This design comes from an exercise in tuning for small area, a short achievable clock period and few clock cycles on the open sky130 flow, not from production work. Only simulation tests tie the RTL to the original design; equivalence was not proved. Power and IR drop assume default switching activity.

[flow/config.mk]
export PLATFORM = sky130hd
export DESIGN_NAME = dcache
export DESIGN_NICKNAME = dcache
export VERILOG_FILES = /design/flow/design.v
export SDC_FILE = /design/flow/constraint.sdc
export NUM_CORES = 4
export LEC_CHECK = 0
export CAP_MARGIN = 20
export CORE_MARGIN = 2
export CORE_UTILIZATION = 65
export CTS_BUF_LIST = sky130_fd_sc_hd__clkbuf_8
export PLACE_DENSITY = 0.72
export SLEW_MARGIN = 20
[flow/constraint.sdc]
create_clock -name core_clock -period 10.0 [get_ports {clk}]
set_input_delay 2.0000 -clock core_clock [delete_from_list [all_inputs] [get_ports {clk}]]
set_output_delay 2.0000 -clock core_clock [all_outputs]
set_load 0.01 [all_outputs]
[flow/design.v]
package dcache_geom_pkg;
    parameter int NUM_SETS      = 8;
    parameter int WORDS_PER_BLK = 2;
    typedef logic [31:0] word_t;
    typedef logic [25:0] tag_t;
    typedef logic [2:0]  set_idx_t;
    typedef logic [0:0]  blk_off_t;
    typedef logic way_t;
    typedef struct packed {
        tag_t       tag;
        set_idx_t   idx;
        blk_off_t   blkoff;
        logic [1:0] bytoff;
    } dcache_addr_t;
    typedef struct packed {
        logic                         valid;
        logic                         dirty;
        tag_t                         tag;
        word_t [WORDS_PER_BLK-1:0]    data;
    } frame_t;
endpackage
package dcache_bus_pkg;
    typedef struct packed {
        logic  ren;
        logic  wen;
        logic [31:0] addr;
        logic [31:0] wdata;
    } dp_req_t;
    typedef struct packed {
        logic  hit;
        logic [31:0] rdata;
    } dp_rsp_t;
    typedef struct packed {
        logic  ren;
        logic  wen;
        logic [31:0] addr;
        logic [31:0] wdata;
    } mem_req_t;
    typedef struct packed {
        logic  busy;
        logic [31:0] rdata;
    } mem_rsp_t;
endpackage
`timescale 1ns/1ps
module dcache (
    input  logic        clk,
    input  logic        rst_n,
    input  logic        dp_ren,
    input  logic        dp_wen,
    input  logic [31:0] dp_addr,
    input  logic [31:0] dp_wdata,
    output logic        dp_hit,
    output logic [31:0] dp_rdata,
    input  logic        halt,
    output logic        flushed,
    output logic        mem_ren,
    output logic        mem_wen,
    output logic [31:0] mem_addr,
    output logic [31:0] mem_wdata,
    input  logic        mem_busy,
    input  logic [31:0] mem_rdata
);
    localparam logic [2:0] S_IDLE = 3'd0;    
    localparam logic [2:0] S_FR   = 3'd1;    
    localparam logic [2:0] S_WB0  = 3'd2;    
    localparam logic [2:0] S_WB1  = 3'd3;    
    localparam logic [2:0] S_FO   = 3'd4;    
    localparam logic [2:0] S_FS   = 3'd5;    
    localparam logic [2:0] S_FW0  = 3'd6;    
    localparam logic [2:0] S_FW1  = 3'd7;    
    logic [15:0] valid_q, dirty_q;
    logic [7:0]  recent_q;                   
    logic [25:0] tag_q [16];
    logic [31:0] dat_q [32];
    logic [2:0]  state_q;
    logic        hit_q;                      
    logic        flushed_q;
    logic        mem_ren_q, mem_wen_q;
    logic [29:0] mem_addr_q;                 
    logic [31:0] mem_wdata_q;
    logic [31:0] rdata_q;
    logic [2:0]  acc_set;                    
    logic        acc_rec, acc_mru;           
    logic        sw_q;                       
    logic        acc_off, acc_wen;
    logic        vdirty_q;                   
    logic [4:0]  rsel_q;                     
    wire idle = (state_q == S_IDLE);
    wire req  = dp_ren || dp_wen;
    wire go   = idle && !hit_q && !sw_q && req;
    wire go_h = idle && !hit_q && !sw_q && halt;
    wire [25:0] a_tag = dp_addr[31:6];
    wire [2:0]  a_set = dp_addr[5:3];
    wire        a_off = dp_addr[2];
    logic [15:0] fsel, fmru, fhit;
    always_comb begin
        for (int f = 0; f < 16; f++) begin
            fsel[f] = valid_q[f] && (a_set == 3'(f));
            fmru[f] = (recent_q[f % 8] == (f >= 8));
            fhit[f] = fsel[f] && (tag_q[f] == a_tag);
        end
    end
    wire m0      = |fhit[7:0];
    wire m1      = |fhit[15:8];
    wire hit     = |fhit;
    wire mru_hit = |(fhit & fmru);
    wire lru_hit = |(fhit & ~fmru);
    wire a_rec   = recent_q[a_set];
    wire vway    = ~a_rec;
    wire answer  = mru_hit || (dp_wen && lru_hit);
    wire [7:0] rview = recent_q ^ {8{sw_q}};
    wire [3:0] acc_f = {acc_mru ? acc_rec : ~acc_rec, acc_set};
    logic [31:0] wsel_oh;
    logic [31:0] wsel;
    always_comb begin
        wsel = '0;
        for (int i = 0; i < 32; i++) begin
            wsel_oh[i] = idle ? (a_set == 3'(i / 2 % 8) && a_off == i[0] && rview[i / 2 % 8] == (i >= 16))
                              : (rsel_q == 5'(i));
            wsel = wsel | ({32{wsel_oh[i]}} & dat_q[i]);
        end
    end
    wire [25:0] tsel = tag_q[rsel_q[4:1]];
    logic [3:0] pf;
    logic       any_dirty;
    always_comb begin
        pf = 4'd0;
        for (int f = 15; f >= 0; f--) if (dirty_q[f]) pf = 4'(f);
        any_dirty = |dirty_q;
    end
    wire done_w = !mem_busy;
    always_ff @(posedge clk, negedge rst_n) begin
        if (!rst_n) begin
            state_q   <= S_IDLE;
            hit_q     <= 1'b0;
            sw_q      <= 1'b0;
            flushed_q <= 1'b0;
            mem_ren_q <= 1'b0;
            mem_wen_q <= 1'b0;
        end else begin
            hit_q <= sw_q;
            sw_q  <= 1'b0;
            case (state_q)
                S_IDLE: begin
                    if (go) begin
                        if (answer) begin
                            hit_q <= 1'b1;
                        end else if (hit) begin
                            sw_q <= 1'b1;
                        end else begin
                            mem_ren_q <= 1'b1;
                            state_q   <= S_FR;
                        end
                    end else if (go_h) begin
                        if (any_dirty) begin
                            state_q <= S_FS;
                        end else begin
                            flushed_q <= 1'b1;
                            state_q   <= S_FW0;
                        end
                    end
                end
                S_FR: if (done_w) begin
                    if (vdirty_q) begin
                        mem_ren_q <= 1'b0;
                        mem_wen_q <= 1'b1;
                        state_q   <= S_WB0;
                    end else begin
                        state_q   <= S_FO;
                    end
                end
                S_WB0: if (done_w) state_q <= S_WB1;
                S_WB1: if (done_w) begin
                    mem_wen_q <= 1'b0;
                    mem_ren_q <= 1'b1;
                    state_q   <= S_FO;
                end
                S_FO: if (done_w) begin
                    mem_ren_q <= 1'b0;
                    hit_q     <= 1'b1;
                    state_q   <= S_IDLE;
                end
                S_FS: begin
                    mem_wen_q <= 1'b1;
                    state_q   <= S_FW0;
                end
                S_FW0: if (done_w && !flushed_q) state_q <= S_FW1;
                S_FW1: if (done_w) begin
                    if (!any_dirty) begin
                        mem_wen_q <= 1'b0;
                        flushed_q <= 1'b1;
                    end
                    state_q <= S_FW0;
                end
                default: state_q <= S_IDLE;
            endcase
        end
    end
    always_ff @(posedge clk) begin
        if (idle) begin
            acc_set    <= a_set;
            acc_rec    <= a_rec;
            acc_mru    <= mru_hit;
            acc_off    <= a_off;
            acc_wen    <= dp_wen;
            vdirty_q   <= dirty_q[{vway, a_set}];
            mem_addr_q <= {a_tag, a_set, a_off};
            rsel_q     <= halt ? {pf, 1'b0} : {vway, a_set, a_off};
        end else begin
            case (state_q)
                S_FR: if (done_w) begin
                    if (vdirty_q) mem_addr_q <= {tsel, rsel_q[3:0]};
                    else mem_addr_q[0] <= ~mem_addr_q[0];
                    rsel_q[0] <= ~rsel_q[0];
                end
                S_WB0, S_FW0: if (done_w) mem_addr_q[0] <= ~mem_addr_q[0];
                S_WB1: if (done_w) mem_addr_q <= {a_tag, a_set, ~a_off};
                S_FS: begin
                    mem_addr_q <= {tsel, rsel_q[3:0]};
                    rsel_q[0]  <= 1'b1;
                end
                S_FW1: if (done_w) begin
                    mem_addr_q <= {tsel, rsel_q[3:0]};
                    rsel_q[0]  <= 1'b1;
                end
                default: ;
            endcase
            if (state_q == S_FW0 && done_w) rsel_q <= {pf, 1'b0};
        end
        if (!idle && (!mem_busy || state_q == S_FS)) mem_wdata_q <= wsel;
        if (idle) rdata_q <= wsel;
        else if (state_q == S_FR) rdata_q <= mem_rdata;
    end
    wire fill = (state_q == S_FO);
    wire [31:0] wbus = fill ? mem_rdata : (acc_wen ? dp_wdata : rdata_q);
    wire flush_pick = (state_q == S_FS) || (state_q == S_FW1 && done_w);
    for (genvar f = 0; f < 16; f++) begin : g_frame
        wire sel = (acc_f == 4'(f));
        for (genvar w = 0; w < 2; w++) begin : g_word
            wire we = sel && (fill ? (acc_off != w[0]) : (hit_q && acc_off == w[0]));
            always_ff @(posedge clk) begin
                if (we) dat_q[2*f+w] <= wbus;
            end
        end
        always_ff @(posedge clk) begin
            if (fill && sel) tag_q[f] <= mem_addr_q[29:4];
        end
        always_ff @(posedge clk, negedge rst_n) begin
            if (!rst_n) begin
                valid_q[f] <= 1'b0;
                dirty_q[f] <= 1'b0;
            end else begin
                if (fill && sel) begin
                    valid_q[f] <= 1'b1;
                    dirty_q[f] <= 1'b0;
                end else if (hit_q && acc_wen && sel) begin
                    dirty_q[f] <= 1'b1;
                end else if (flush_pick && rsel_q[4:1] == 4'(f)) begin
                    dirty_q[f] <= 1'b0;
                end
            end
        end
    end
    always_ff @(posedge clk, negedge rst_n) begin
        if (!rst_n) begin
            recent_q <= '0;
        end else if (hit_q) begin
            recent_q[acc_f[2:0]] <= acc_f[3];
        end
    end
    assign dp_hit    = hit_q;
    assign dp_rdata  = rdata_q;
    assign flushed   = flushed_q;
    assign mem_ren   = mem_ren_q;
    assign mem_wen   = mem_wen_q;
    assign mem_addr  = {mem_addr_q, 2'b00};
    assign mem_wdata = mem_wdata_q;
endmodule
[flow/flow/run.sh]
#!/bin/bash
set -euo pipefail
bash standard.sh SETUP_SLACK_MARGIN=6.4 finish > standard.log 2>&1
[flow/standard.sh]
#!/bin/bash
# synth_recipe.tcl (not shown) runs the flow's synth.tcl, then flattens the netlist and writes it again
# the make line also repeats each setting of config.mk as NAME=value (left out here)
make -C /OpenROAD-flow-scripts/flow DESIGN_CONFIG=/design/flow/config.mk WORK_HOME=/design/flow/orfs CLKGATE_MAP_FILE= SYNTH_SCRIPT=/design/flow/synth_recipe.tcl "${@:-finish}"
==> run summary, run 1 <==
* Status: finished clean
* Layout cell share with drive strength beyond 1 at 25.5%
* Post-synth EDFFs at 1,547
* I/O Pins at 202
* CTS buffer count at 239
* YS warnings at 3
* Worst slew margin at 27.0%
* Wirelength per Cell at 43.1 microns
* CP Buf/Inv Count at 4
* Reg2Reg Depth at 8
* Final Cycle Share at 37.7%
* Final slew viol count at 0
* Slew of the pin with the lowest slew margin at 1100 ps
* Die width at 319 microns
* R2R Path End: rdata_q[26]
* Crit start category: primary input
* Vias in the first global route at 43,068
* GRT Residual Overflow at 0
* Async S/R FF share, synth at 3.01%
* CTS Sinks at 1,595
* Number of synthesized register bits at 1,595
* DRC at 0
* WP data required at 10,670 ps
* Unrepaired setup endpoints after global routing: yes
* Placed cells at 5,392
* Arr. time, crit path at 4430 ps
* Clock Skew at 54.4 ps
* Deepest clock path buffer count at 3
* Crit-path max FO at 10
* Largest net degree at the start of global routing at 56
* Nets@finish at 4,721
* Critical Path End Type: flop
* Netlist cell types at 75
* Setup slack on the worst flop-to-flop path at 6320 ps
* Setup Crit Path Kind: in2reg
* Vert. Die Dim at 319 microns
* Crit path max-delay family: simple AND/OR/NAND/NOR gates
* GPL Wtd Cong at 1.06
* Maximum vdd ir drop at 0.000197 V
* Multi-input gate area at 18,400 sq um
* Worst hold stages at 1
* Area Overhead vs Synth at 22.2%
* R2R Path Start: rsel_q[3]
* Initial Util at 65.5%
* I/O Buffers at 197
* Ys flop type: edfxtp_1
* # rows at 115
* Hold slack at 470 ps
* Max-cap viol count at 0
* Final Setup Violations at 0
* Post-Synthesis Cells at 4,016
* Worst hold endpoint: valid_q[4]
* Vias at 47,113
* Setup slack at placement at 3520 ps
* Antenna-violating nets left at 0
* Sequential cell area at 47,700 sq um
* Die area at 102,000 sq um
* HPWL Detailed at 126,000 microns
* Initial antenna violation count at 24
* Critical path's largest stage delay at 570 ps
* Core area at 98,400 sq um
* Non-filler cells, final at 6,105
* Vias per Instance at 7.72
* Crit-path slowest cell: or4_4
* DR pass1 iterations at 8
* Setup TNS at 0 ps
* Hold wc startpoint: valid_q[4]
* First-pass GRT wire length at 338,000 microns
* Fin crit period at 3770 ps
* Clk Latency, worst-skew pair at 950 ps
* Post-synth design cell area at 64,500 sq um
* Cts hold-fix bufs at 0
* Hold Fails Final Rpt at 0
* Drt first-iter violations at 11,012
* PwrDens at 187 nW/um^2
* Clock transition at path regs at 70 ps
* # fillers at 5,318
* Mean post-synth cell area at 16.1 sq um
* Crit path setup slack, layout at 6230 ps
* CTS tree: done
* Leak at 0.0258 uW
* H-Tree Depth at 4
* Hold crit path type: reg2reg
* Register area share after synthesis at 73.9%
* GRT Util Overall at 49.0%
* Clk root buf: clkbuf_8
* Max Clk Rate at 266 MHz
* CP cell instances: buf_16 > nand3b_1 > buf_6 > o32ai_4 > buf_12 > buf_4 > a22o_4 > a221oi_4 > nand3_2 > or4_4 > mux2_4
* Final wirelength at 263,000 microns
worst max path at each step:
stage	endpoint	slack [ps]	from	cells after the start
6_report	rdata_q[9]	6230	dp_addr[4]	11
5_1_grt	rdata_q[7]	6220	dp_addr[3]	11
4_1_cts	rdata_q[29]	6340	dp_addr[4]	10
3_5_place_dp	rdata_q[29]	3520	dp_addr[3]	9
3_3_place_gp	rdata_q[2]	3540	dp_addr[3]	10
2_1_floorplan	rdata_q[27]	5870	dp_addr[3]	10
sequential cells by signal, indices dropped and copies added (netlist names), 8 cells and up:
name         flops
mem_addr_q      30
rdata_q         32
dirty_q         16
valid_q         16
tag_q          416
dat_q         1024
mem_wdata_q     32
recent_q         8
layout make-up:
class,count,share of cell area (%)
flip-flops and latches,1595,60.5
multi-input cells,2152,23.3
repair buffers,605,8.42
clock buffers,249,4.35
well taps,1287,2.04
clock inverters,186,1.18
inverters,21,0.119
diodes,10,0.0318
placed cells by master (no fill, tap or decap), types with 69 or more instances in the layout:
master	n
a221oi_2	69
nand2_1	108
inv_1	119
buf_4	264
xnor2_1	351
buf_12	74
edfxtp_1	1547
clkbuf_8	249
nand3_1	92
a22oi_1	430
a22o_1	124
nand4_1	211
per-layer routing:
layer | up-vias | GRT usage (%) | share of wire (%)
li1 | 17513 | - | -
met2 | 5417 | 67.3 | 41
met3 | 1163 | 24.1 | 21
met5 | - | 1.75 | 0.17
met1 | 22988 | 65.4 | 32
met4 | 32 | 23.1 | 6.5
through the flow:
step                area, sq um  total power, uW  util [%]
finish                    78800            14800      80.1
global route              78800            15000      80.0
CTS                       76800            14400      78.0
detailed placement        69200             9420      70.4
global placement          69200             9390      70.4
floorplan                 65500             8640         -
power by group:
| group | internal (uW) | total (uW) | switching, uW |
|---|---|---|---|
| sequential | 7520 | 7620 | 104 |
| clock | 2390 | 5000 | 2610 |
| combinational | 813 | 2130 | 1320 |
cells by family after synthesis:
family	after synthesis	synth area share (%)
flops	1595	73.9
other cells	1	0.00582
fa+ha+maj	6	0.113
compound gates	946	11.0
buf+inv	270	1.87
xor+xnor	433	5.88
simple gates	680	5.64
mux	85	1.53
cell usage after synthesis (8+ instances only):
cell      count  area [sq um]
nand4_1     211          1320
dfrtp_1      48          1200
a22oi_1     443          3330
mux2_2       41           462
a31oi_1       9          56.3
o31ai_1      13          97.6
clkbuf_1    117           439
or3_1        18           113
o32ai_1       9          78.8
o21ai_0      81           405
o22ai_2       9           113
mux2i_1      37           370
nand2b_1     10          62.6
edfxtp_1   1547         46500
xnor2_1     399          3490
a22o_1      125          1090
buf_2       112           561
o22ai_1      42           263
inv_1        19          71.3
or2_2        19           119
xor2_1       34           298
a21oi_1      63           315
buf_1         8          30.0
or4_1        20           150
nand2_1     116           435
nand3_1     101           505
nor3_1       36           180
nor2_1       98           368
a221oi_1    122          1070
nor4_1       16           100
timing repair:
action,CTS,global route
gates cloned,20,12
resized for setup,745,170
endpoints found under the hold margin,0,0
pin swaps,54,60
setup endpoints to repair,223,76
buffers inserted,145,88
Testbench counts, summed over its fixed seeds: cycles 11,253.
==> run 2, diff against run 1 <==
--- a/flow/config.mk
+++ b/flow/config.mk
@@ -12,2 +12,3 @@
 export PLACE_DENSITY = 0.72
 export SLEW_MARGIN = 20
+export TNS_END_PERCENT = 10
==> run summary, run 2 <==
* Antenna-violating nets left at 0 (unchanged)
* Arr. time, crit path at 4520 ps (was 4430 ps)
* Die width at 319 microns (unchanged)
* Top cell type's share of synthesized area at 72.0% (unchanged)
* Worst hold stages at 1 (unchanged)
* Number of flip-flops in the largest register at 1,024 (unchanged)
* Clock Skew at 45.1 ps (was 54.4 ps)
* Worst slew margin at 18.6% (was 27.0%)
* Sequential cell area at 47,700 sq um (about the same)
* Setup Crit Path Kind: in2reg (unchanged)
* Register area share after synthesis at 73.9% (unchanged)
* Initial Util at 65.5% (unchanged)
* Die area at 102,000 sq um (unchanged)
* Deepest clock path buffer count at 3 (unchanged)
* GRT Util Overall at 50.4% (was 49.0%)
* Hold Fails Final Rpt at 0 (unchanged)
* Clock transition at path regs at 60 ps (was 70 ps)
* Gr busiest metal: met2 (unchanged)
* Yosys top cell by area: edfxtp_1 (unchanged)
* PwrDens at 185 nW/um^2 (was 187 nW/um^2)
* Wirelength per Cell at 43.5 microns (was 43.1 microns)
* Final Setup Violations at 0 (unchanged)
* Final Cycle Share at 38.3% (was 37.7%)
* Async S/R FF share, synth at 3.01% (unchanged)
* # fillers at 5,116 (was 5,318)
* Clk Latency, worst-skew pair at 960 ps (was 950 ps)
* First-pass GRT wire length at 346,000 microns (was 338,000 microns)
* Mean post-synth cell area at 16.1 sq um (unchanged)
* Final wirelength at 269,000 microns (was 263,000 microns)
* Nets@finish at 4,778 (was 4,721)
* Max-cap viol count at 0 (unchanged)
* Crit-path max FO at 20 (was 10)
* Status: finished clean (unchanged)
* Crit path setup slack, layout at 6170 ps (was 6230 ps)
* Largest register by flop count: dat_q (unchanged)
* H-Tree Depth at 4 (unchanged)
* Setup slack at placement at 3820 ps (was 3520 ps)
* CTS Sinks at 1,595 (unchanged)
* Critical Path End Type: flop (unchanged)
* Reg2Reg Depth at 10 (was 8)
* Number of synthesized register bits at 1,595 (unchanged)
* Met2 Usage GRT at 67.2% (was 67.3%)
* Most common cell after layout, fill and taps aside: edfxtp_1 (unchanged)
* Post-synth design cell area at 64,500 sq um (unchanged)
* # rows at 115 (unchanged)
* Biggest regs: dat_q (1024), tag_q (416) (unchanged)
* GRT Residual Overflow at 0 (unchanged)
* Post-synth EDFFs at 1,547 (unchanged)
* Clk root buf: clkbuf_8 (unchanged)
* Layout cell share with drive strength beyond 1 at 26.5% (was 25.5%)
* CTS tree: done (unchanged)
* Area Overhead vs Synth at 23.9% (was 22.2%)
* Cts hold-fix bufs at 0 (unchanged)
* Initial antenna violation count at 23 (was 24)
* GPL Wtd Cong at 1.09 (was 1.06)
* HPWL Detailed at 124,000 microns (was 126,000 microns)
* Cell with the most instances after synthesis: edfxtp_1 (unchanged)
* DRC at 0 (unchanged)
* Core area at 98,400 sq um (unchanged)
* Leak at 0.0264 uW (was 0.0258 uW)
* Netlist cell types at 75 (unchanged)
* I/O Pins at 202 (unchanged)
* Crit start category: primary input (unchanged)
* Vias at 48,190 (was 47,113)
* Multi-input gate area at 18,700 sq um (was 18,400 sq um)
* Vias per Instance at 7.79 (was 7.72)
* Ranking of synthesized cells by area: edfxtp_1, xnor2_1, a22oi_1, nand4_1, dfrtp_1 (unchanged)
* I/O Buffers at 197 (unchanged)
* Met3 Usage GRT at 26.5% (was 24.1%)
* Max Clk Rate at 261 MHz (was 266 MHz)
* Largest net degree at the start of global routing at 49 (was 56)
* Hold crit path type: reg2reg (unchanged)
* Placed cells at 5,394 (was 5,392)
* Vias in the first global route at 43,120 (was 43,068)
* WP data required at 10,690 ps (was 10,670 ps)
* DR pass1 iterations at 9 (was 8)
* CTS buffer count at 235 (was 239)
* Synth cell count leaders: edfxtp_1, a22oi_1, xnor2_1 (unchanged)
* Most frequent cells in the layout: edfxtp_1, a22oi_1, xnor2_1, buf_4, clkbuf_8 (unchanged)
* Setup TNS at 0 ps (unchanged)
* Slew of the pin with the lowest slew margin at 1220 ps (was 1100 ps)
* Maximum vdd ir drop at 0.000165 V (was 0.000197 V)
* Fin crit period at 3830 ps (was 3770 ps)
* Unrepaired setup endpoints after global routing: yes (unchanged)
* YS warnings at 3 (unchanged)
* Drt first-iter violations at 11,013 (was 11,012)
* GR Util met1 at 66.7% (was 65.4%)
* Non-filler cells, final at 6,188 (was 6,105)
* Ys flop type: edfxtp_1 (unchanged)
* Post-Synthesis Cells at 4,016 (unchanged)
* Final slew viol count at 0 (unchanged)
* Vert. Die Dim at 319 microns (unchanged)
==> run 2: cell counts after synthesis <==
Identical to the previous run, type by type.
==> run 2: cells by family after synthesis <==
group | count (synthesis) | synth area share (%)
AND/OR/NAND/NOR | 680 | 5.64
AO/OA/AOI/OAI | 946 | 11.0
flip-flops | 1595 | 73.9
adder cells (fa/ha/maj) | 6 | 0.113
XOR/XNOR | 433 | 5.88
other | 1 | 0.00582
buffers and inverters | 270 | 1.87
multiplexers | 85 | 1.53
==> run 2: worst paths after layout <==
kind	slack [ps]	endpoint	start
worst max register to register	6240	rdata_q[29]	state_q[1]
worst min register to register	470	valid_q[9]	valid_q[9]
max in group asynchronous	8150	state_q[1]	rst_n
min in group asynchronous	1220	valid_q[14]	rst_n
worst min-delay path	470	valid_q[9]	valid_q[9]
worst max-delay path	6170	rdata_q[8]	dp_addr[4]
==> run 2: layout make-up <==
type	count	area share, %
Clock buffer	241	4.15
Clock inverter	192	1.23
Timing Repair Buffer	666	9.33
Sequential cell	1595	59.7
Multi-Input combinational cell	2152	23.4
Tap cell	1287	2.02
Inverter	21	0.114
Antenna cell	34	0.107
==> run 2: repair_timing <==
item,4_1_cts,5_1_grt
gates resized for setup,679,163
pin swaps,81,87
setup endpoints to repair,1122,673
endpoints found under the hold margin,0,0
cloned,34,9
buffers inserted,212,72
==> run 2: layer usage <==
layer  wire length, microns  up-vias  part of all wire [%]
met4                  19500       42                   7.3
li1                       -    17675                     -
met5                   1180        -                  0.44
met3                  57800     1355                    21
met1                  83900    23246                    31
met2                 107000     5872                    40
==> run 2: stage by stage <==
step	util (%)	area, sq um	hold WS, ps	power (uW)
floorplan	-	65300	439	8630
global placement	70.3	69200	452	9380
detailed placement	70.3	69200	452	9410
CTS	79.3	78100	467	14400
global route	81.1	79800	473	15000
finish	81.2	79900	472	14800
==> run 2: worst max-delay path: stages <==
cell and delay [ps]:
buf_8 180, nand3b_1 220, nand2b_4 200, o22ai_4 120
buf_12 200, buf_12 140, buf_4 150, a221oi_1 420
nand3_1 120, or4_4 460, mux2_2 280
==> run 2: where the power goes <==
group          total [uW]  switching (uW)  internal [uW]
combinational        2210            1370            843
clock                4960            2610           2350
sequential           7620             102           7520
==> run 3, diff against run 2 <==
--- a/flow/config.mk
+++ b/flow/config.mk
@@ -8,7 +8,6 @@
 export CAP_MARGIN = 20
 export CORE_MARGIN = 2
-export CORE_UTILIZATION = 65
+export CORE_UTILIZATION = 68
 export CTS_BUF_LIST = sky130_fd_sc_hd__clkbuf_8
-export PLACE_DENSITY = 0.72
+export PLACE_DENSITY = 0.76
 export SLEW_MARGIN = 20
-export TNS_END_PERCENT = 10
==> run summary, run 3 <==
* Status: finished clean (unchanged)
* Post-Synthesis Cells at 4,016 (unchanged)
* Setup slack on the worst flop-to-flop path at 6290 ps (was 6240 ps)
* Top cell type's share of synthesized area at 72.0% (unchanged)
* YS warnings at 3 (unchanged)
* Post-synth EDFFs at 1,547 (unchanged)
* WP data required at 10,690 ps (about the same)
* GRT Residual Overflow at 0 (unchanged)
* I/O Buffers at 197 (unchanged)
* Core area at 93,600 sq um (was 98,400 sq um)
* Max Clk Rate at 266 MHz (was 261 MHz)
* Hold crit path type: reg2reg (unchanged)
* Unrepaired setup endpoints after global routing: yes (unchanged)
* Clk root buf: clkbuf_8 (unchanged)
* GR Util met1 at 67.4% (was 66.7%)
* Post-synth design cell area at 64,500 sq um (unchanged)
* Die area at 97,300 sq um (was 102,000 sq um)
* Met3 Usage GRT at 31.6% (was 26.5%)
* Crit-path max FO at 10 (was 20)
* CTS Sinks at 1,595 (unchanged)
* CTS buffer count at 234 (was 235)
* Antenna-violating nets left at 0 (unchanged)
* First-pass GRT wire length at 349,000 microns (was 346,000 microns)
* Final Cycle Share at 37.6% (was 38.3%)
* Vias per Instance at 7.90 (was 7.79)
* Initial Util at 68.9% (was 65.5%)
* Cell with the most instances after synthesis: edfxtp_1 (unchanged)
* Largest register by flop count: dat_q (unchanged)
* Deepest clock path buffer count at 3 (unchanged)
* Synth cell count leaders: edfxtp_1, a22oi_1, xnor2_1 (unchanged)
* Die width at 312 microns (was 319 microns)
* Maximum vdd ir drop at 0.000186 V (was 0.000165 V)
* Vert. Die Dim at 312 microns (was 319 microns)
* HPWL Detailed at 124,000 microns (about the same)
* Leak at 0.0264 uW (about the same)
* Async S/R FF share, synth at 3.01% (unchanged)
* Arr. time, crit path at 4450 ps (was 4520 ps)
* Ranking of synthesized cells by area: edfxtp_1, xnor2_1, a22oi_1, nand4_1, dfrtp_1 (unchanged)
* Final slew viol count at 0 (unchanged)
* Area Overhead vs Synth at 23.9% (about the same)
* Crit start category: primary input (unchanged)
* Number of flip-flops in the largest register at 1,024 (unchanged)
* Ys flop type: edfxtp_1 (unchanged)
* # rows at 112 (was 115)
* Fin crit period at 3760 ps (was 3830 ps)
* Number of synthesized register bits at 1,595 (unchanged)
* Drt first-iter violations at 11,432 (was 11,013)
* Met2 Usage GRT at 70.6% (was 67.2%)
* Clock transition at path regs at 60 ps (about the same)
* GRT Util Overall at 53.0% (was 50.4%)
* Setup TNS at 0 ps (unchanged)
* Register area share after synthesis at 73.9% (unchanged)
* Worst slew margin at 26.8% (was 18.6%)
* Largest net degree at the start of global routing at 56 (was 49)
* Slew of the pin with the lowest slew margin at 1100 ps (was 1220 ps)
* Critical Path End Type: flop (unchanged)
* Final wirelength at 267,000 microns (was 269,000 microns)
* Initial antenna violation count at 23 (unchanged)
* CTS tree: done (unchanged)
* Hold Fails Final Rpt at 0 (unchanged)
* H-Tree Depth at 4 (unchanged)
* Hold slack at 472 ps (about the same)
* Vias in the first global route at 44,387 (was 43,120)
* Max-cap viol count at 0 (unchanged)
* Netlist cell types at 75 (unchanged)
* Wirelength per Cell at 43.5 microns (about the same)
* Total power at 14,900 uW (was 14,800 uW)
* Most frequent cells in the layout: edfxtp_1, a22oi_1, xnor2_1, buf_4, clkbuf_8 (unchanged)
* Clock Skew at 54.5 ps (was 45.1 ps)
* PwrDens at 186 nW/um^2 (was 185 nW/um^2)
* Yosys top cell by area: edfxtp_1 (unchanged)
* Clk Latency, worst-skew pair at 960 ps (about the same)
* Nets@finish at 4,791 (was 4,778)
* Gr busiest metal: met2 (unchanged)
* DR pass1 iterations at 8 (was 9)
* I/O Pins at 202 (unchanged)
* DRC at 0 (unchanged)
* Most common cell after layout, fill and taps aside: edfxtp_1 (unchanged)
* Vias at 48,612 (was 48,190)
* Layout cell share with drive strength beyond 1 at 26.6% (was 26.5%)
* Final Setup Violations at 0 (unchanged)
* Setup Crit Path Kind: in2reg (unchanged)
* GPL Wtd Cong at 1.06 (was 1.09)
* Mean post-synth cell area at 16.1 sq um (unchanged)
* Biggest regs: dat_q (1024), tag_q (416) (unchanged)
==> run 3: changes by cell type in the layout (fill, tap and decap cells not counted), moves of 14 or more <==
cell / delta
buf_4: +14
clkinv_2: -16
diode_2: -14
clkinv_1: -21
clkdlybuf4s15_1: +37
dlygate4sd2_1: -56
inv_1: +24
==> run 3: critical path, cell delays in order <==
cell       delay [ps]
buf_16            130
nand3b_1          220
nand2b_4          230
o22ai_4           240
clkbuf_16         300
buf_6             120
a22o_1            220
a221oi_2          170
nand4_1           150
or3_1             390
mux2_4            260
==> run 3: power by group <==
group / internal, uW / total (uW) / switching [uW]
sequential: 7520 / 7610 / 95.1
clock: 2400 / 5010 / 2610
combinational: 859 / 2230 / 1370
total: 10800 / 14900 / 4070
==> run 3: through the flow <==
| step | setup WS (ps) | std cells | util [%] | instance area, sq um |
|---|---|---|---|---|
| after floorplan | 5870 | 4017 | - | 65500 |
| after global routing | 6220 | 6137 | 85.3 | 79900 |
| final | 6240 | 6150 | 85.3 | 79900 |
| after global placement | 3540 | 5372 | 74.0 | 69300 |
| after detailed placement | 3600 | 5372 | 74.0 | 69300 |
| after CTS | 6270 | 6035 | 83.3 | 77900 |
==> run 3: cell type report <==
cell class | count | area [sq um]
Clock buffer | 245 | 3370
Clock inverter | 183 | 965
Tap cell | 1254 | 1570
Antenna cell | 20 | 50.0
Inverter | 21 | 91.3
Fill cell | 4242 | 13700
Multi-Input combinational cell | 2153 | 18600
Sequential cell | 1595 | 47700
Timing Repair Buffer | 679 | 7590
==> run 3: path summary, 6_finish.rpt <==
path / start / to / cells past startpoint
hold / removal: valid_q[9] / valid_q[9] / 1
max in group asynchronous: rst_n / state_q[0] / 2
min in group asynchronous: rst_n / valid_q[8] / 2
hold reg to reg: valid_q[9] / valid_q[9] / 1
setup / recovery: dp_addr[3] / rdata_q[24] / 11
setup reg to reg: rsel_q[2] / rdata_q[18] / 9
==> run 3: cell families (layout without fill, tap and decap cells) <==
family	Yosys count	count (layout)	share of synthesized area (%)
compound gates	946	946	11.0
xor+xnor	433	433	5.88
fa+ha+maj	6	6	0.113
buf+inv	270	1128	1.87
flops	1595	1595	73.9
mux	85	85	1.53
other cells	1	22	0.00582
simple gates	680	681	5.64
==> run 3: what timing repair did <==
item | in CTS | in global routing
setup buffers | 205 | 84
gates cloned | 30 | 11
setup endpoints to repair | 246 | 59
pin swaps | 65 | 109
hold buffers | 0 | 0
gates resized for setup | 726 | 192
==> run 3: metal layers <==
layer	share of wire, %	vias up
met3	22	1535
met4	7.8	33
met1	30	23299
li1	-	17674
met5	0.27	-
met2	40	6071

re-timing with driven ports:
No port has a modelled driver above. Below, the same layouts with a new extraction and two added sets of constraints. Step 1, drivers: a clkbuf_16 drives clk and a buf_2 each remaining input, both assumed. Step 2 times the ports against the registers' clock, not the clock port: input delays grow and output delays shrink by t, the midpoint of the rising clock arrivals with the driver on. Three values: ideal ports, drivers, drivers and shift; two values: the first two.
run | t (ns) | slack for setup (ns) | worst setup path after step 2 | worst register clock-pin slew, ns
run 1 | 1.008 | 6.234 / 6.142 / 5.134 | input to register | 0.08 / 0.08
run 2 | 1.022 | 6.167 / 6.178 / 5.156 | input to register | 0.08 / 0.08
run 3 | 1.002 | 6.238 / 6.091 / 5.089 | input to register | 0.08 / 0.08
After both steps setup and hold are still met in every run listed. For run 3, which loses most, drivers alone change the setup slack by -0.147 ns; drivers and shift together by -1.149 ns.
